What follows belongs to an exercise in optimizing a design on an open flow for small area; a production flow would make more cautious choices.
Only simulation tests tie the RTL to the original design; equivalence was not proved.

==> flow/design.v <==
`default_nettype none
package busDatapathPkg;
    localparam int wordWidth = 32;
    localparam int gprCount = 16;
    localparam int gprIndexWidth = 4;  
    localparam int aluOpCount = 14;
    localparam int opAdd = 0;
    localparam int opSub = 1;
    localparam int opMul = 2;  
    localparam int opDiv = 3;  
    localparam int opShr = 4;  
    localparam int opShl = 5;
    localparam int opRor = 6;
    localparam int opRol = 7;
    localparam int opAnd = 8;
    localparam int opOr = 9;
    localparam int opNeg = 10;
    localparam int opNot = 11;
    localparam int opIncPc = 12;
    localparam int shiftBits = 5;
endpackage
`default_nettype wire
`timescale 1ns/1ps
`default_nettype none
module busSelect (
    input logic Clock,
    input logic [busDatapathPkg::gprCount-1:0] gprOut,
    input logic pcOut,
    input logic mdrOut,
    input logic hiOut,
    input logic loOut,
    input logic zHighOut,
    input logic zLowOut,
    input logic [busDatapathPkg::gprCount-1:0][busDatapathPkg::wordWidth-1:0] gprValues,
    input logic [busDatapathPkg::wordWidth-1:0] pcValue,
    input logic [busDatapathPkg::wordWidth-1:0] mdrValue,
    input logic [busDatapathPkg::wordWidth-1:0] hiValue,
    input logic [busDatapathPkg::wordWidth-1:0] loValue,
    input logic [2*busDatapathPkg::wordWidth-1:0] zValue,
    output logic [busDatapathPkg::wordWidth-1:0] bus
);
    logic [busDatapathPkg::wordWidth-1:0] gprBus;
    logic [busDatapathPkg::wordWidth-1:0] specialBus;
    always_comb begin
        gprBus = '0;
        for (int i = 0; i < busDatapathPkg::gprCount; i++) begin
            if (gprOut[i]) begin
                gprBus = gprBus | gprValues[i];
            end
        end
    end
    always_comb begin
        specialBus = '0;
        if (pcOut) begin
            specialBus = specialBus | pcValue;
        end
        if (mdrOut) begin
            specialBus = specialBus | mdrValue;
        end
        if (hiOut) begin
            specialBus = specialBus | hiValue;
        end
        if (loOut) begin
            specialBus = specialBus | loValue;
        end
        if (zHighOut) begin
            specialBus = specialBus | zValue[2*busDatapathPkg::wordWidth-1:busDatapathPkg::wordWidth];
        end
        if (zLowOut) begin
            specialBus = specialBus | zValue[busDatapathPkg::wordWidth-1:0];
        end
    end
    assign bus = gprBus | specialBus;
endmodule
`default_nettype wire
`timescale 1ns/1ps
`default_nettype none
module registerFile (
    input logic Clock,
    input logic rstN,
    input logic [busDatapathPkg::gprCount-1:0] gprIn,
    input logic [busDatapathPkg::wordWidth-1:0] bus,
    output logic [busDatapathPkg::gprCount-1:0][busDatapathPkg::wordWidth-1:0] gprValues
);
    genvar i;
    generate
        for (i = 0; i < busDatapathPkg::gprCount; i++) begin : gprBank
            logic [busDatapathPkg::wordWidth-1:0] regQ;
            always_ff @(posedge Clock or negedge rstN) begin
                if (!rstN) begin
                    regQ <= '0;
                end else if (gprIn[i]) begin
                    regQ <= bus;
                end
            end
            assign gprValues[i] = regQ;
        end
    endgenerate
endmodule
`default_nettype wire
`timescale 1ns/1ps
`default_nettype none
module specialRegisters (
    input logic Clock,
    input logic rstN,
    input logic [busDatapathPkg::wordWidth-1:0] bus,
    input logic [busDatapathPkg::wordWidth-1:0] mData,
    input logic read,
    input logic pcIn,
    input logic irIn,
    input logic marIn,
    input logic ryIn,
    input logic mdrIn,
    output logic [busDatapathPkg::wordWidth-1:0] pcValue,
    output logic [busDatapathPkg::wordWidth-1:0] irValue,
    output logic [busDatapathPkg::wordWidth-1:0] marValue,
    output logic [busDatapathPkg::wordWidth-1:0] ryValue,
    output logic [busDatapathPkg::wordWidth-1:0] mdrValue
);
    logic [busDatapathPkg::wordWidth-1:0] mdrNext;
    assign mdrNext = read ? mData : bus;  
    always_ff @(posedge Clock or negedge rstN) begin
        if (!rstN) begin
            pcValue <= '0;
            irValue <= '0;
            marValue <= '0;
        end else begin
            if (pcIn) begin
                pcValue <= bus;
            end
            if (irIn) begin
                irValue <= bus;  
            end
            if (marIn) begin
                marValue <= bus;
            end
        end
    end
    always_ff @(posedge Clock or negedge rstN) begin
        if (!rstN) begin
            ryValue <= '0;
        end else if (ryIn) begin
            ryValue <= bus;
        end
    end
    always_ff @(posedge Clock or negedge rstN) begin
        if (!rstN) begin
            mdrValue <= '0;
        end else if (mdrIn) begin
            mdrValue <= mdrNext;
        end
    end
endmodule
`default_nettype wire
`timescale 1ns/1ps
`default_nettype none
module aluUnit (
    input logic [busDatapathPkg::aluOpCount-1:0] aluOp,
    input logic [busDatapathPkg::wordWidth-1:0] ryValue,
    input logic [busDatapathPkg::wordWidth-1:0] bus,
    output logic [2*busDatapathPkg::wordWidth-1:0] aluResult
);
    localparam int w = busDatapathPkg::wordWidth;
    logic [w-1:0] opA;
    logic [w-1:0] opB;
    logic [busDatapathPkg::shiftBits-1:0] shamt;
    logic [2*w-1:0] product;
    logic [w-1:0] quotient;
    logic [w-1:0] remainder;
    logic [2*w-1:0] rorWide;
    logic [2*w-1:0] rolWide;
    logic [w-1:0] lowWord;
    assign opA = ryValue;
    assign opB = bus;
    assign shamt = opB[busDatapathPkg::shiftBits-1:0];
    assign product = $signed({{w{opA[w-1]}}, opA}) * $signed({{w{opB[w-1]}}, opB});
    always_comb begin
        if (opB == '0) begin
            quotient = '1;
            remainder = opA;
        end else if (opA == {1'b1, {(w-1){1'b0}}} && opB == '1) begin
            quotient = opA;
            remainder = '0;
        end else begin
            quotient = $signed(opA) / $signed(opB);
            remainder = $signed(opA) % $signed(opB);
        end
    end
    assign rorWide = {opA, opA} >> shamt;
    assign rolWide = {opA, opA} << shamt;
    always_comb begin
        lowWord = '0;
        case (1'b1)
            aluOp[busDatapathPkg::opAdd]: lowWord = opA + opB;
            aluOp[busDatapathPkg::opSub]: lowWord = opA - opB;
            aluOp[busDatapathPkg::opShr]: lowWord = opA >> shamt;
            aluOp[busDatapathPkg::opShl]: lowWord = opA << shamt;
            aluOp[busDatapathPkg::opRor]: lowWord = rorWide[w-1:0];
            aluOp[busDatapathPkg::opRol]: lowWord = rolWide[2*w-1:w];
            aluOp[busDatapathPkg::opAnd]: lowWord = opA & opB;
            aluOp[busDatapathPkg::opOr]: lowWord = opA | opB;
            aluOp[busDatapathPkg::opNeg]: lowWord = -opB;
            aluOp[busDatapathPkg::opNot]: lowWord = ~opB;
            aluOp[busDatapathPkg::opIncPc]: lowWord = opB + 1'b1;  
            default: lowWord = '0;
        endcase
    end
    always_comb begin
        if (aluOp[busDatapathPkg::opMul]) begin
            aluResult = product;
        end else if (aluOp[busDatapathPkg::opDiv]) begin
            aluResult = {remainder, quotient};
        end else begin
            aluResult = {{w{1'b0}}, lowWord};
        end
    end
endmodule
`default_nettype wire
`timescale 1ns/1ps
`default_nettype none
module resultStore (
    input logic Clock,
    input logic rstN,
    input logic zIn,
    input logic hiIn,
    input logic loIn,
    input logic [2*busDatapathPkg::wordWidth-1:0] aluResult,
    input logic [busDatapathPkg::wordWidth-1:0] bus,
    input logic [busDatapathPkg::aluOpCount-1:0] aluOp,
    output logic [2*busDatapathPkg::wordWidth-1:0] zValue,
    output logic [busDatapathPkg::wordWidth-1:0] hiValue,
    output logic [busDatapathPkg::wordWidth-1:0] loValue
);
    always_ff @(posedge Clock or negedge rstN) begin
        if (!rstN) begin
            zValue <= '0;
            hiValue <= '0;
            loValue <= '0;
        end else begin
            if (zIn) begin
                zValue <= aluResult;
            end
            if (hiIn) begin
                hiValue <= bus;
            end
            if (loIn) begin
                loValue <= bus;
            end
        end
    end
endmodule
`default_nettype wire
`timescale 1ns/1ps
`default_nettype none
module busDatapath (
    input logic Clock,
    input logic rstN,
    input logic [busDatapathPkg::gprCount-1:0] gprIn,
    input logic [busDatapathPkg::gprCount-1:0] gprOut,
    input logic pcIn,
    input logic irIn,
    input logic marIn,
    input logic ryIn,
    input logic mdrIn,
    input logic hiIn,
    input logic loIn,
    input logic zIn,
    input logic pcOut,
    input logic mdrOut,
    input logic hiOut,
    input logic loOut,
    input logic zHighOut,
    input logic zLowOut,
    input logic read,
    input logic [busDatapathPkg::aluOpCount-1:0] aluOp,
    input logic [busDatapathPkg::wordWidth-1:0] mData,
    output logic [busDatapathPkg::wordWidth-1:0] bus,
    output logic [busDatapathPkg::wordWidth-1:0] marValue,
    output logic [busDatapathPkg::wordWidth-1:0] irValue,
    output logic [2*busDatapathPkg::wordWidth-1:0] zValue
);
    logic [busDatapathPkg::gprCount-1:0][busDatapathPkg::wordWidth-1:0] gprValues;
    logic [busDatapathPkg::wordWidth-1:0] pcValue;
    logic [busDatapathPkg::wordWidth-1:0] mdrValue;
    logic [busDatapathPkg::wordWidth-1:0] ryValue;
    logic [busDatapathPkg::wordWidth-1:0] hiValue;
    logic [busDatapathPkg::wordWidth-1:0] loValue;
    logic [2*busDatapathPkg::wordWidth-1:0] aluResult;
    busSelect busSel (
        .Clock(Clock), .gprOut(gprOut), .pcOut(pcOut), .mdrOut(mdrOut),
        .hiOut(hiOut), .loOut(loOut), .zHighOut(zHighOut), .zLowOut(zLowOut),
        .gprValues(gprValues), .pcValue(pcValue), .mdrValue(mdrValue),
        .hiValue(hiValue), .loValue(loValue), .zValue(zValue), .bus(bus)
    );
    registerFile gprs (
        .Clock(Clock), .rstN(rstN), .gprIn(gprIn), .bus(bus), .gprValues(gprValues)
    );
    specialRegisters specials (
        .Clock(Clock), .rstN(rstN), .bus(bus), .mData(mData), .read(read),
        .pcIn(pcIn), .irIn(irIn), .marIn(marIn), .ryIn(ryIn), .mdrIn(mdrIn),
        .pcValue(pcValue), .irValue(irValue), .marValue(marValue),
        .ryValue(ryValue), .mdrValue(mdrValue)
    );
    aluUnit alu (
        .aluOp(aluOp), .ryValue(ryValue), .bus(bus), .aluResult(aluResult)
    );
    resultStore results (
        .Clock(Clock), .rstN(rstN), .zIn(zIn), .hiIn(hiIn), .loIn(loIn),
        .aluResult(aluResult), .bus(bus), .aluOp(aluOp),
        .zValue(zValue), .hiValue(hiValue), .loValue(loValue)
    );
endmodule
`default_nettype wire
==> flow/run.sh <==
#!/bin/bash
# synth_recipe.tcl (not shown) runs the flow's synth.tcl, then flattens the netlist and writes it again
# the make line also repeats each setting of config.mk as NAME=value (left out here)
make -C /OpenROAD-flow-scripts/flow DESIGN_CONFIG=/design/flow/config.mk WORK_HOME=/design/flow/orfs CLKGATE_MAP_FILE= SYNTH_SCRIPT=/design/flow/synth_recipe.tcl finish
==> flow/config.mk <==
export PLATFORM = sky130hd
export DESIGN_NAME = busDatapath
export DESIGN_NICKNAME = busDatapath
export VERILOG_FILES = /design/flow/design.v
export SDC_FILE = /design/flow/constraint.sdc
export NUM_CORES = 4
export LEC_CHECK = 0
export CAP_MARGIN = 30
export CORE_MARGIN = 2
export CORE_UTILIZATION = 35
export SLEW_MARGIN = 40
==> flow/constraint.sdc <==
create_clock -name core_clock -period 135.0 [get_ports {Clock}]
set_input_delay 27.0000 -clock core_clock [delete_from_list [all_inputs] [get_ports {Clock}]]
set_output_delay 27.0000 -clock core_clock [all_outputs]
set_load 0.01 [all_outputs]
==> notes.md <==
status=finished clean; sequential area share after synthesis=17.69%; clk root buf=clkbuf_16; num rows=208; RSZ-0062 raised after global routing=no; Slowest cell on crit path=or4_1; highest routed layer=met5; DRC violations left=0; Antenna Violating Nets Remaining=0; Rel. slew slack=between 20 and 30%; clock latency (worst-skew pair)=about 0.7 ns; Clock transition at path regs=0.06 ns; Max-Cap Viols=0; clk_skew=0.05154 ns; Max Freq=a little under 0.008 GHz; top-count cell post-synth=nor2_1; RD Place Congestion=1.101; most frequent cells after synthesis=1946 x nor2_1, 1627 x nand2_1, 1527 x a21oi_1; Worst Path Arrival=130.49 ns; final worst-path cycle share=96.24%; Fin Setup TNS=0 ns; met2 wire len=232.0 mm; via count=117137; number of global-route vias before repair=roughly 110k; hold_buf cts=0; initial DRC count=14726; largest net degree at the start of global routing=107; nature of the critical path endpoint=flop; Initial Util=about a third; setup violators final=0; post-synthesis cell area=roughly 110000 um2; EDFF count, synth=0; Avg WL per Cell=28.08 um; layout cells sized above 1=14.56%; top cell type by total area after synthesis=fa_1; Least-Margin Pin Slew=1.070 ns; DRT Pass-1 Iters=13; vias per inst=roughly 6; Final Hold Slack=between 0.5 and 0.6 ns; metal3 WL=66.37 mm; CP dominant cell by count=buf_4; Finished Core Util=41.52%; FF+latch count, synth=800; CP max stage delay=0.67 ns; # H-tree levels=3; max-slew violations=0; fraction of registers with async set/reset=100.0%; Top FF cell, synth=dfrtp_1; Synth top area share=19.19%; TritonCTS buffer count=87; IO Pins=255; deepest clock path buffer count=3; core footprint=321400 um2; Syn Inst Count=~14000; Unique masters post-synth=120; CP Launch Type=input port; fin nets=17448; post-synth net total=16365; syn avg cell area=around 8 um2; Die Wd=572.7 um; dpl hpwl=419.4 mm; Placement Cell Area=130200 um2; HP Class=flop to flop; WS Path Type=input port to flop; GRT Residual Overflow=0; CP max FO=45; initial antenna violation count=46; final instance area=~130000 um2; Layout area overhead=17.91%; Die Ht=around 570 um; WP data required=135.56 ns; CTS Sinks=800; Hold Violations, Final=0; Fillers=32952; final WL=around 560 mm; Synth area leaders=fa_1 19%, dfrtp_1 18%, ha_1 9.0%; first-pass GRT wire length=796.4 mm; Met1 Wirelength=217.6 mm; Final Critical Period=129.92 ns; GRT Total Usage=between 30% and 40%; die area=about 330000 um2; CTS tree=yes; Port Buf Inserts=253; synth warn=5
==> worst max-delay path: cells and delay by family <==
family,cells,cell delay (ns)
mux,5,1.65
simple gates,117,26.68
buf+inv,63,11.78
xor+xnor,2,0.49
fa+ha+maj,32,9.77
compound gates,204,52.73
==> worst paths after layout <==
| path | start | endpoint | slack (ns) | cells past startpoint |
|---|---|---|---|---|
| min reg2reg | specials.mdrValue[27] | specials.mdrValue[27] | 0.51 | 1 |
| max | gprOut[7] | results.zValue[59] | 5.08 | 423 |
| max reg2reg | results.zValue[1] | results.zValue[59] | 31.54 | 423 |
| min in group asynchronous | rstN | specials.irValue[18] | 26.22 | 1 |
| max in group asynchronous | rstN | gprs.gprBank[7].regQ[23] | 106.30 | 6 |
| min | specials.mdrValue[27] | specials.mdrValue[27] | 0.51 | 1 |
==> per-stage QoR <==
stage / instances / setup WS (ns)
3_3_place_gp: 19652 / 3.601
6_report: 19857 / 5.076
2_1_floorplan: 14368 / 15.25
3_5_place_dp: 19659 / 4.084
4_1_cts: 19821 / 4.102
5_1_grt: 19839 / 0.1552
==> what timing repair did <==
action,CTS,global route
buffers inserted,0,5
gates resized for setup,0,24
endpoints found under the setup margin,0,63
==> final cells by class <==
class                           count  area [um2]  share of cell area, %
Clock buffer                      124        2539                  1.902
Clock inverter                     38       420.4                 0.3150
Sequential cell                   800       20040                  15.01
Tap cell                         4305        5386                  4.036
Multi-Input combinational cell  11277       84820                  63.55
Antenna cell                       28       70.07                0.05250
Timing Repair Buffer             1896       14950                  11.20
Inverter                         1389        5244                  3.929
==> sequential cells by signal (all words and copies together) (netlist names) <==
signal / flops
results.hiValue: 32
results.loValue: 32
specials.marValue: 32
specials.pcValue: 32
specials.ryValue: 32
specials.irValue: 32
specials.mdrValue: 32
results.zValue: 64
gprs.gprBank.regQ: 512
==> kinds of logic (layout without fill, tap and decap cells) <==
| family | Yosys count | count (layout) | share of synthesized area, % |
|---|---|---|---|
| buf+inv | 2291 | 3447 | 7.840 |
| simple gates | 4888 | 4888 | 18.98 |
| fa+ha+maj | 1902 | 1902 | 28.22 |
| other cells | 0 | 28 | 0 |
| xor+xnor | 564 | 564 | 4.371 |
| flops | 800 | 800 | 17.69 |
| mux | 242 | 242 | 2.235 |
| compound gates | 3681 | 3681 | 20.66 |
==> routing by layer <==
metal  global-route usage (%)  up-vias
li1                         -    51251
met1                    43.31    57428
met2                    48.98     6906
met3                    9.502     1522
met4                    20.11       30
met5                   0.4409        -
==> placed cells by master, fill, tap and decap left out, types with 55 or more instances in the layout <==
cell type / Yosys / routed
a22oi_1: 226 / 226
buf_2: 84 / 55
mux2_2: 86 / 86
a21oi_1: 1527 / 1520
nand2_1: 1627 / 1612
xnor2_1: 402 / 382
buf_4: 12 / 1599
mux2i_1: 156 / 156
nor2b_1: 67 / 66
a21o_1: 194 / 194
nand2b_1: 82 / 82
a22o_1: 57 / 57
or3_1: 65 / 63
o21ai_0: 472 / 469
ha_1: 817 / 814
xor2_1: 161 / 160
nor3_1: 306 / 298
clkdlybuf4s50_1: 0 / 199
o21a_1: 136 / 136
inv_1: 1355 / 1337
a221oi_1: 107 / 105
or2_2: 57 / 57
nand3_1: 241 / 238
and3_1: 71 / 71
a211oi_1: 90 / 87
fa_1: 1085 / 1083
o31ai_1: 73 / 71
nand4_1: 180 / 180
clkbuf_16: 0 / 89
nor2_1: 1946 / 1941
a31oi_1: 131 / 130
dfrtp_1: 800 / 786
o211ai_1: 82 / 82
o21bai_1: 82 / 82

-- what the ideal ports hide --
The flow's constraints put no driver on any port. The routed layout listed below was extracted and timed again, unchanged, in two steps.
Step 1 assumes that a clkbuf_16 drives the clock port and a buf_2 every other input.
Step 2 moves the port delays by t, midway between the first and last clock arrival at a register: inputs arrive t later, outputs are due t later. That takes back most of the time a late clock gives input paths.
Slacks: ideal / step 1 / step 2; pairs: ideal / step 1.
shift t [ns]: 0.735
slack for setup (ns): 5.076 / 5.099 / 4.364
hold slack, ns: 0.512 / 0.512 / 0.512
latest minus earliest clock arrival (ns): 0.052 / 0.052
pins driven straight from the clock port: 1
After both steps this run still meets setup and hold. The setup slack of this run moves by +0.023 ns with the drivers and by -0.712 ns with both steps.
